What follows belongs to an exercise in optimizing a design on an open flow for small area; a production flow would make more cautious choices. The RTL was checked by simulation tests, not by an equivalence proof against the original design.

==> job 904: inputs <==
==> flow/design.v <==
module calc_core #(
  parameter  int WIDTH = 32,
  localparam int NIB   = WIDTH / 4,
  localparam int SHW   = $clog2(WIDTH)
) (
  input  logic               clk,
  input  logic               rst,
  input  logic [NIB-1:0]     inc_pulse,
  input  logic               dec,
  input  logic               sel,
  input  logic [3:0]         op,
  input  logic               start,
  output logic               busy,
  output logic               done,
  output logic [WIDTH-1:0]   opa,
  output logic [WIDTH-1:0]   opb,
  output logic [2*WIDTH-1:0] result,
  output logic [2*WIDTH-1:0] last_result,
  output logic               zf,
  output logic               sf,
  output logic               cf,
  output logic               of,
  output logic               err
);
  localparam int W2 = 2 * WIDTH;
  logic             busy_q, done_q, zv_q, wb_q, cq_q;
  logic [SHW+1:0]   cnt_q;
  logic [3:0]       opr_q;
  logic [WIDTH-1:0] x_q, y_q, opa_q, opb_q;
  logic [W2-1:0]    res_q, last_q;
  logic             sf_q, cf_q, of_q, err_q;
  logic o_add, o_sub, o_mul, o_div, o_and, o_or, o_nor, o_not, o_slt, o_sltu;
  logic o_shl, o_shr, o_sra, o_rol, o_pass, o_addsub, o_cmp, o_logic;
  always_comb begin
    o_add    = opr_q == 4'h0;
    o_sub    = opr_q == 4'h1;
    o_mul    = opr_q == 4'h2;
    o_div    = opr_q == 4'h3;
    o_and    = opr_q == 4'h4;
    o_or     = opr_q == 4'h5;
    o_nor    = opr_q == 4'h6;
    o_not    = opr_q == 4'h7;
    o_slt    = opr_q == 4'h8;
    o_sltu   = opr_q == 4'h9;
    o_shl    = opr_q == 4'hA;
    o_shr    = opr_q == 4'hB;
    o_sra    = opr_q == 4'hC;
    o_rol    = opr_q == 4'hD;
    o_pass   = opr_q == 4'hE;
    o_cmp    = o_slt | o_sltu;
    o_addsub = o_add | o_sub;
    o_logic  = o_and | o_or | o_nor | o_not | o_pass;
  end
  logic [SHW+1:0] cnt_inc;
  logic [1:0]     hi;
  logic [SHW-1:0] tgt;
  logic           last, lmid, fin, c_lo, c_mid;
  always_comb begin
    cnt_inc = cnt_q + 1'b1;
    hi      = (o_shr | o_sra | o_div | o_sub) ? 2'b11 : (o_logic ? 2'b10 : 2'b01);
    tgt     = (o_shl | o_rol) ? opb_q[SHW-1:0] : '0;
    last    = (cnt_inc == {hi, tgt});
    lmid    = (cnt_q == {2'b00, {SHW{1'b1}}});
    fin     = busy_q && last;
    c_lo    = cnt_q[SHW+1:SHW] == 2'b00;             
    c_mid   = cnt_q[SHW+1:SHW] == 2'b01;             
  end
  logic             xa, yb, fbit, cout, q, lt, x0in, pre, c, cb;
  logic             sel_s, sel_t;
  logic [WIDTH-1:0] t, u, s, xi, x_step, y_step;
  always_comb begin
    xa = x_q[WIDTH-1];
    yb = y_q[WIDTH-1];
    if (o_mul || (o_logic && c_lo))
      fbit = 1'b0;
    else if (o_div || ((o_sub || o_cmp) && c_lo))
      fbit = ~xa;
    else if (o_rol && !c_lo)
      fbit = yb;
    else if (o_logic)
      fbit = o_and ? (xa & yb) : o_or ? (xa | yb) : o_nor ? ~(xa | yb)
           : o_not ? ~xa : xa;
    else
      fbit = xa;
    t = {y_q[WIDTH-2:0], fbit};
    cb = 1'b0;
    for (int k = 0; k < 4; k++) begin
      c = 1'b0;
      for (int j = 0; j < 8; j++) begin
        u[8*k+j] = t[8*k+j] ^ opb_q[8*k+j] ^ c;
        c = (t[8*k+j] & opb_q[8*k+j]) | (t[8*k+j] & c) | (opb_q[8*k+j] & c);
      end
      if (k == 0) begin
        s[7:0] = u[7:0];
        cb     = c;
      end else begin
        pre = 1'b1;
        for (int j = 0; j < 8; j++) begin
          s[8*k+j] = u[8*k+j] ^ (cb & pre);
          pre      = pre & u[8*k+j];
        end
        cb = c | (cb & pre);
      end
    end
    cout = cb;
    q    = ~(yb & cout);
    lt   = (o_slt && (opa_q[WIDTH-1] != opb_q[WIDTH-1])) ? opa_q[WIDTH-1] : cout;
    sel_s = (o_mul && xa) || (o_div && c_lo && q) ||
            ((o_add || o_sub || o_logic) && lmid);
    sel_t = !sel_s && !(o_cmp && lmid);
    y_step = sel_s ? s : (sel_t ? t : {{(WIDTH-1){1'b0}}, lt});
    xi  = x_q;
    pre = cq_q;
    for (int j = 0; j < WIDTH; j++) begin
      xi[j] = x_q[j] ^ pre;
      pre   = pre & x_q[j];
    end
    if (o_mul || ((o_shr || o_sra) && !cnt_q[SHW+1]) || (o_div && !c_lo))
      x0in = yb;
    else if (o_logic && c_lo)
      x0in = xa;
    else if (o_div)
      x0in = ~q;
    else
      x0in = o_sub && c_mid && ~yb;
    x_step = {xi[WIDTH-2:0], x0in};
  end
  logic             i_shift;
  always_comb begin
    i_shift = op[3] && (op[2:1] == 2'b01 || op[2:0] == 3'b100 || op[2:0] == 3'b101);
  end
  logic [WIDTH-1:0] opa_d, opb_d;
  logic             edit;
  function automatic logic [3:0] tog(input logic [3:0] n, input logic d, input logic en);
    logic [3:0] tt;
    tt[0] = en;
    tt[1] = tt[0] & (n[0] ^ d);
    tt[2] = tt[1] & (n[1] ^ d);
    tt[3] = tt[2] & (n[2] ^ d);
    tog = n ^ tt;
  endfunction
  always_comb begin
    edit  = !busy_q && !start;
    for (int i = 0; i < NIB; i++) begin
      opa_d[4*i +: 4] = tog(opa_q[4*i +: 4], dec, edit && inc_pulse[i] && !sel);
      opb_d[4*i +: 4] = tog(opb_q[4*i +: 4], dec, edit && inc_pulse[i] && sel);
    end
  end
  logic bz;
  assign bz = (opb_q == '0);
  logic wb_a, wb_b, wb_s, wb_cf, wb_of;
  always_comb begin
    wb_a  = opa_q[WIDTH-1];
    wb_b  = opb_q[WIDTH-1] ^ o_sub;
    wb_s  = y_q[WIDTH-1];
    wb_cf = (wb_a & wb_b) | ((wb_a | wb_b) & !wb_s);
    wb_of = (wb_a == wb_b) && (wb_s != wb_a);
  end
  always_ff @(posedge clk) begin
    if (busy_q) begin
      x_q   <= x_step;
      y_q   <= y_step;
      cnt_q <= cnt_inc;
      wb_q  <= fin;
      cq_q  <= o_mul && xa && cout;
    end else begin
      x_q   <= i_shift ? res_q[WIDTH-1:0] : opa_q;
      y_q   <= {WIDTH{(op == 4'hC && res_q[WIDTH-1]) || op == 4'h3}};
      cnt_q <= {2'b00, (op == 4'hB || op == 4'hC) ? opb_q[SHW-1:0] : {SHW{1'b0}}};
      wb_q  <= 1'b0;
      cq_q  <= 1'b0;
      opr_q <= op;
    end
  end
  always_ff @(posedge clk or posedge rst) begin
    if (rst) begin
      busy_q <= 1'b0;
      done_q <= 1'b0;
      opa_q  <= '0;
      opb_q  <= '0;
      res_q  <= '0;
      last_q <= '0;
      zv_q   <= 1'b0;
      sf_q   <= 1'b0;
      cf_q   <= 1'b0;
      of_q   <= 1'b0;
      err_q  <= 1'b0;
    end else begin
      opa_q  <= opa_d;
      opb_q  <= opb_d;
      done_q <= (busy_q && wb_q) || (!busy_q && start && op == 4'hF);
      if (busy_q) begin
        if (wb_q) busy_q <= 1'b0;
      end else if (start && op != 4'hF) begin
        busy_q <= 1'b1;
      end
      if (!busy_q && start && op == 4'hF) err_q <= 1'b1;
      if (busy_q && wb_q) begin
        res_q  <= {xi, y_q};
        last_q <= res_q;
        zv_q   <= 1'b1;
        sf_q   <= o_mul ? xi[WIDTH-1] : y_q[WIDTH-1];
        cf_q   <= o_addsub && wb_cf;
        of_q   <= o_addsub && wb_of;
        err_q  <= o_div && bz;
      end
    end
  end
  assign busy        = busy_q;
  assign done        = done_q;
  assign opa         = opa_q;
  assign opb         = opb_q;
  assign result      = res_q;
  assign last_result = last_q;
  assign zf          = zv_q && (res_q == '0);
  assign sf          = sf_q;
  assign cf          = cf_q;
  assign of          = of_q;
  assign err         = err_q;
endmodule
==> flow/flow/run.sh <==
#!/bin/bash
# The standard layout (standard.sh), with three changes:
#  - synthesis maps with an area-recovering ABC script (same Yosys flow,
#    same registers; only the ABC script differs), see abc.script
#  - port buffers use the smallest buffer cell
#  - CTS inserts no dummy loads and uses small (clkbuf_4) leaf clusters
set -euo pipefail
here=$(pwd)
rm -rf "$here/scripts_abc"
cp -r "$FLOW_HOME/scripts" "$here/scripts_abc"
cp "$here/flow/abc.script" "$here/scripts_abc/abc_speed.script"
SCRIPTS_DIR="$here/scripts_abc" bash standard.sh synth > synth.log 2>&1
export BUFFER_PORTS_ARGS="-buffer_cell sky130_fd_sc_hd__buf_1"
export CTS_ARGS="-sink_clustering_enable -repair_clock_nets -dont_use_dummy_load -buf_list sky130_fd_sc_hd__clkbuf_4 -sink_clustering_size 10 -sink_clustering_max_diameter 40"
bash standard.sh finish > layout.log 2>&1
==> flow/flow/abc.script <==
strash
dch -f
amap -m -F 4 -A 8
topo
buffer -c
topo
stime -c
dnsize -c
==> flow/standard.sh <==
#!/bin/bash
# synth_recipe.tcl (not shown) runs the flow's synth.tcl, then flattens the netlist and writes it again
# the make line also repeats each setting of config.mk as NAME=value (left out here)
make -C /OpenROAD-flow-scripts/flow DESIGN_CONFIG=/design/flow/config.mk WORK_HOME=/design/flow/orfs CLKGATE_MAP_FILE= SYNTH_SCRIPT=/design/flow/synth_recipe.tcl "${@:-finish}"
==> flow/config.mk <==
export PLATFORM = sky130hd
export DESIGN_NAME = calc_core
export DESIGN_NICKNAME = calc_core
export VERILOG_FILES = /design/flow/design.v
export SDC_FILE = /design/flow/constraint.sdc
export NUM_CORES = 4
export LEC_CHECK = 0
export CAP_MARGIN = 10
export CORE_MARGIN = 2
export CORE_UTILIZATION = 55
export PLACE_DENSITY = 0.8
export SLEW_MARGIN = 10
==> flow/constraint.sdc <==
create_clock -name core_clock -period 8.0 [get_ports {clk}]
set_input_delay 1.6000 -clock core_clock [delete_from_list [all_inputs] [get_ports {clk}]]
set_output_delay 1.6000 -clock core_clock [all_outputs]
set_load 0.01 [all_outputs]
==> job 7816: changes against job 904 <==
--- a/flow/design.v
+++ b/flow/design.v
@@ -62,4 +62,4 @@
     last    = (cnt_inc == {hi, tgt});
-    lmid    = (cnt_q == {2'b00, {SHW{1'b1}}});
-    fin     = busy_q && last;
+    lmid    = (cnt_inc == {2'b01, {SHW{1'b0}}});
+    fin     = busy_q && !wb_q && last;
     c_lo    = cnt_q[SHW+1:SHW] == 2'b00;             
--- a/flow/flow/run.sh
+++ b/flow/flow/run.sh
@@ -5,3 +5,3 @@
 #  - port buffers use the smallest buffer cell
-#  - CTS inserts no dummy loads and uses small (clkbuf_4) leaf clusters
+#  - CTS inserts no dummy loads and uses clkbuf_8 leaves
 set -euo pipefail
@@ -13,3 +13,3 @@
 export BUFFER_PORTS_ARGS="-buffer_cell sky130_fd_sc_hd__buf_1"
-export CTS_ARGS="-sink_clustering_enable -repair_clock_nets -dont_use_dummy_load -buf_list sky130_fd_sc_hd__clkbuf_4 -sink_clustering_size 10 -sink_clustering_max_diameter 40"
+export CTS_ARGS='-sink_clustering_enable -repair_clock_nets -dont_use_dummy_load -buf_list {sky130_fd_sc_hd__clkbuf_2 sky130_fd_sc_hd__clkbuf_4 sky130_fd_sc_hd__clkbuf_8} -sink_clustering_size 20 -sink_clustering_max_diameter 60'
 bash standard.sh finish > layout.log 2>&1
==> flow/flow/abc.script (replaced) <==
strash
dch -f
amap -m -F 4 -A 8
topo
buffer -c
topo
stime -c
upsize -c
dnsize -c
--- a/flow/config.mk
+++ b/flow/config.mk
@@ -7,6 +7,5 @@
 export LEC_CHECK = 0
-export CAP_MARGIN = 10
+export CAP_MARGIN = 40
 export CORE_MARGIN = 2
-export CORE_UTILIZATION = 55
-export PLACE_DENSITY = 0.8
-export SLEW_MARGIN = 10
+export CORE_UTILIZATION = 40
+export SLEW_MARGIN = 20
==> job 2216: changes against job 904 <==
--- a/flow/design.v
+++ b/flow/design.v
@@ -25,3 +25,3 @@
   localparam int W2 = 2 * WIDTH;
-  logic             busy_q, done_q, zv_q, wb_q, cq_q;
+  logic             busy_q, done_q, zv_q, wb_q, cfn_q, ofn_q, cq_q;
   logic [SHW+1:0]   cnt_q;
@@ -56,16 +56,23 @@
   logic [SHW-1:0] tgt;
-  logic           last, lmid, fin, c_lo, c_mid;
+  logic           last, lmid, fin;
   always_comb begin
     cnt_inc = cnt_q + 1'b1;
-    hi      = (o_shr | o_sra | o_div | o_sub) ? 2'b11 : (o_logic ? 2'b10 : 2'b01);
+    hi      = (o_shr | o_sra) ? 2'b11 : (o_logic ? 2'b10 : 2'b01);
     tgt     = (o_shl | o_rol) ? opb_q[SHW-1:0] : '0;
     last    = (cnt_inc == {hi, tgt});
-    lmid    = (cnt_q == {2'b00, {SHW{1'b1}}});
-    fin     = busy_q && last;
-    c_lo    = cnt_q[SHW+1:SHW] == 2'b00;             
-    c_mid   = cnt_q[SHW+1:SHW] == 2'b01;             
-  end
-  logic             xa, yb, fbit, cout, q, lt, x0in, pre, c, cb;
+    lmid    = (cnt_inc == {2'b01, {SHW{1'b0}}});
+    fin     = busy_q && !wb_q && last;
+  end
+  logic m_xfer, m_rot, m_dupy, m_xrot, m_lgc, m_ldb;
+  always_comb begin
+    m_ldb  = o_logic && lmid;                        
+    m_xrot = o_logic && !cnt_q[SHW];                 
+    m_lgc  = o_logic && cnt_q[SHW];                  
+    m_rot  = (o_shr | o_sra) && !cnt_q[SHW+1];       
+    m_dupy = o_rol && cnt_q[SHW];                    
+    m_xfer = !(o_mul | o_div | m_rot | m_dupy | o_logic);
+  end
+  logic             xa, yb, fbit, inv, cout, q, lt, ovf, x0in, pre, c, cb;
   logic             sel_s, sel_t;
-  logic [WIDTH-1:0] t, u, s, xi, x_step, y_step;
+  logic [WIDTH-1:0] t, bp, u, s, xi, x_step, y_step;
   always_comb begin
@@ -73,9 +80,7 @@
     yb = y_q[WIDTH-1];
-    if (o_mul || (o_logic && c_lo))
+    if (o_mul || (o_logic && !cnt_q[SHW]))
       fbit = 1'b0;
-    else if (o_div || ((o_sub || o_cmp) && c_lo))
-      fbit = ~xa;
-    else if (o_rol && !c_lo)
+    else if (m_dupy)
       fbit = yb;
-    else if (o_logic)
+    else if (m_lgc)
       fbit = o_and ? (xa & yb) : o_or ? (xa | yb) : o_nor ? ~(xa | yb)
@@ -84,9 +89,11 @@
       fbit = xa;
-    t = {y_q[WIDTH-2:0], fbit};
-    cb = 1'b0;
+    t   = {y_q[WIDTH-2:0], fbit};
+    inv = o_sub || o_div || o_cmp;
+    bp  = opb_q ^ {WIDTH{inv}};
+    cb = inv;
     for (int k = 0; k < 4; k++) begin
-      c = 1'b0;
+      c = (k == 0) ? inv : 1'b0;
       for (int j = 0; j < 8; j++) begin
-        u[8*k+j] = t[8*k+j] ^ opb_q[8*k+j] ^ c;
-        c = (t[8*k+j] & opb_q[8*k+j]) | (t[8*k+j] & c) | (opb_q[8*k+j] & c);
+        u[8*k+j] = t[8*k+j] ^ bp[8*k+j] ^ c;
+        c = (t[8*k+j] & bp[8*k+j]) | (t[8*k+j] & c) | (bp[8*k+j] & c);
       end
@@ -105,7 +112,8 @@
     cout = cb;
-    q    = ~(yb & cout);
-    lt   = (o_slt && (opa_q[WIDTH-1] != opb_q[WIDTH-1])) ? opa_q[WIDTH-1] : cout;
-    sel_s = (o_mul && xa) || (o_div && c_lo && q) ||
-            ((o_add || o_sub || o_logic) && lmid);
-    sel_t = !sel_s && !(o_cmp && lmid);
+    q    = yb | cout;
+    ovf  = (t[WIDTH-1] == bp[WIDTH-1]) && (s[WIDTH-1] != t[WIDTH-1]);
+    lt   = o_slt ? ((t[WIDTH-1] != opb_q[WIDTH-1]) ? t[WIDTH-1] : !cout)
+                 : !cout;
+    sel_s = (o_mul && xa) || (o_div && q) || (o_addsub && last) || m_ldb;
+    sel_t = !sel_s && !(o_cmp && last);
     y_step = sel_s ? s : (sel_t ? t : {{(WIDTH-1){1'b0}}, lt});
@@ -117,10 +125,8 @@
     end
-    if (o_mul || ((o_shr || o_sra) && !cnt_q[SHW+1]) || (o_div && !c_lo))
+    if (o_mul || m_rot)
       x0in = yb;
-    else if (o_logic && c_lo)
+    else if (m_xrot)
       x0in = xa;
-    else if (o_div)
-      x0in = ~q;
     else
-      x0in = o_sub && c_mid && ~yb;
+      x0in = o_div && q;
     x_step = {xi[WIDTH-2:0], x0in};
@@ -150,10 +156,2 @@
   assign bz = (opb_q == '0);
-  logic wb_a, wb_b, wb_s, wb_cf, wb_of;
-  always_comb begin
-    wb_a  = opa_q[WIDTH-1];
-    wb_b  = opb_q[WIDTH-1] ^ o_sub;
-    wb_s  = y_q[WIDTH-1];
-    wb_cf = (wb_a & wb_b) | ((wb_a | wb_b) & !wb_s);
-    wb_of = (wb_a == wb_b) && (wb_s != wb_a);
-  end
   always_ff @(posedge clk) begin
@@ -165,5 +163,7 @@
       cq_q  <= o_mul && xa && cout;
+      cfn_q <= cout;
+      ofn_q <= ovf;
     end else begin
       x_q   <= i_shift ? res_q[WIDTH-1:0] : opa_q;
-      y_q   <= {WIDTH{(op == 4'hC && res_q[WIDTH-1]) || op == 4'h3}};
+      y_q   <= {WIDTH{op == 4'hC && res_q[WIDTH-1]}};
       cnt_q <= {2'b00, (op == 4'hB || op == 4'hC) ? opb_q[SHW-1:0] : {SHW{1'b0}}};
@@ -202,4 +202,4 @@
         sf_q   <= o_mul ? xi[WIDTH-1] : y_q[WIDTH-1];
-        cf_q   <= o_addsub && wb_cf;
-        of_q   <= o_addsub && wb_of;
+        cf_q   <= o_addsub && cfn_q;
+        of_q   <= o_addsub && ofn_q;
         err_q  <= o_div && bz;
--- a/flow/flow/run.sh
+++ b/flow/flow/run.sh
@@ -5,3 +5,3 @@
 #  - port buffers use the smallest buffer cell
-#  - CTS inserts no dummy loads and uses small (clkbuf_4) leaf clusters
+#  - CTS inserts no dummy loads and uses clkbuf_8 leaves
 set -euo pipefail
@@ -13,3 +13,3 @@
 export BUFFER_PORTS_ARGS="-buffer_cell sky130_fd_sc_hd__buf_1"
-export CTS_ARGS="-sink_clustering_enable -repair_clock_nets -dont_use_dummy_load -buf_list sky130_fd_sc_hd__clkbuf_4 -sink_clustering_size 10 -sink_clustering_max_diameter 40"
+export CTS_ARGS="-sink_clustering_enable -repair_clock_nets -dont_use_dummy_load -buf_list sky130_fd_sc_hd__clkbuf_8 -sink_clustering_size 20 -sink_clustering_max_diameter 60"
 bash standard.sh finish > layout.log 2>&1
==> flow/flow/abc.script (replaced) <==
&get -n
&st
&dch
&nf -R 1000
&put
topo
stime -c
dnsize -c
--- a/flow/config.mk
+++ b/flow/config.mk
@@ -7,6 +7,5 @@
 export LEC_CHECK = 0
-export CAP_MARGIN = 10
+export CAP_MARGIN = 40
 export CORE_MARGIN = 2
-export CORE_UTILIZATION = 55
-export PLACE_DENSITY = 0.8
-export SLEW_MARGIN = 10
+export CORE_UTILIZATION = 40
+export SLEW_MARGIN = 20
==> impl_metrics.toml <==
[finish]
nonClkBufAreaFrac_pct = 7.405
stdcell_area_um2 = 14360

[worst_setup_path]
path_max_fanout = 32
rr_endpoint = "y_q[0]$_DFF_P_"
worstPathArrival_ns = 7.69
crit_cells = 36

[logic_synthesis]
syn_avg_cell_area_um2 = 10.16

[timing]
max_slew_margin_pct = 43.45

[power_and_ir_drop]
power.leakage_uw = 0.005969
clkPwrFrac_pct = 12.6

[floorplanning]
die_area_um2 = 33260
design.core.area_um2 = 31470

[route]
wl_met1_um = 17650

[status]
outcome = "timing/DRC/antenna clean"
# the run above: job 7816

==> impl_metrics.toml <==
[worst_setup_path]
rr_endpoint = "y_q[0]$_DFF_P_"
path_max_fanout = 33
crit_cells = 38

[logic_synthesis]
syn_avg_cell_area_um2 = 10.13

[timing]
max_slew_margin_pct = 17.55

[route]
wl_met1_um = 14760

[power_and_ir_drop]
clkPwrFrac_pct = 11.0
power.leakage_uw = 0.006126

[finish]
nonClkBufAreaFrac_pct = 6.417
stdcell_area_um2 = 13880

[status]
outcome = "timing/DRC/antenna clean"

[floorplanning]
die_area_um2 = 24100
# the run above: job 904

==> impl_metrics.toml <==
[timing]
max_slew_margin_pct = 49.20

[status]
outcome = "timing/DRC/antenna clean"

[global_routing]
gr-usage-met2_pct = 31.25

[power_and_ir_drop]
clkPwrFrac_pct = 13.0

[finish]
stdcell_area_um2 = 14960
nonClkBufAreaFrac_pct = 7.209

[logic_synthesis]
syn_avg_cell_area_um2 = 11.58

[worst_setup_path]
rr_endpoint = "y_q[19]$_DFF_P_"

[route]
wl_met1_um = 14810

[floorplanning]
design.core.area_um2 = 31720
# the run above: job 2216

## afterwards: timing with drivers on the ports
The results above use ideal ports. As a check the final layouts listed here were re-extracted and re-timed, cells and wires unchanged.
Step 1, drivers: a clkbuf_16 drives clk and a buf_2 each remaining input, both assumed.
Step 2 moves the port delays by t, midway between the first and last clock arrival at a register: inputs arrive t later, outputs are due t later. That takes back most of the time a late clock gives input paths.
Three values: ideal, step 1, step 2; two values: the first two.
| run | t (ns) | slack for setup (ns) | hold WS [ns] | worst setup path after step 2 | cell pins on the clock port's net |
|---|---|---|---|---|---|
| job 904 | 0.665 | 0.747 / 0.747 / 0.747 | 0.484 / 0.484 / 0.484 | register to register | 1 |
| job 7816 | 0.589 | 0.815 / 0.815 / 0.815 | 0.440 / 0.440 / 0.440 | register to register | 1 |
| job 2216 | 0.594 | 0.580 / 0.580 / 0.580 | 0.470 / 0.470 / 0.470 | register to register | 1 |
After both steps every run listed still meets setup and hold.
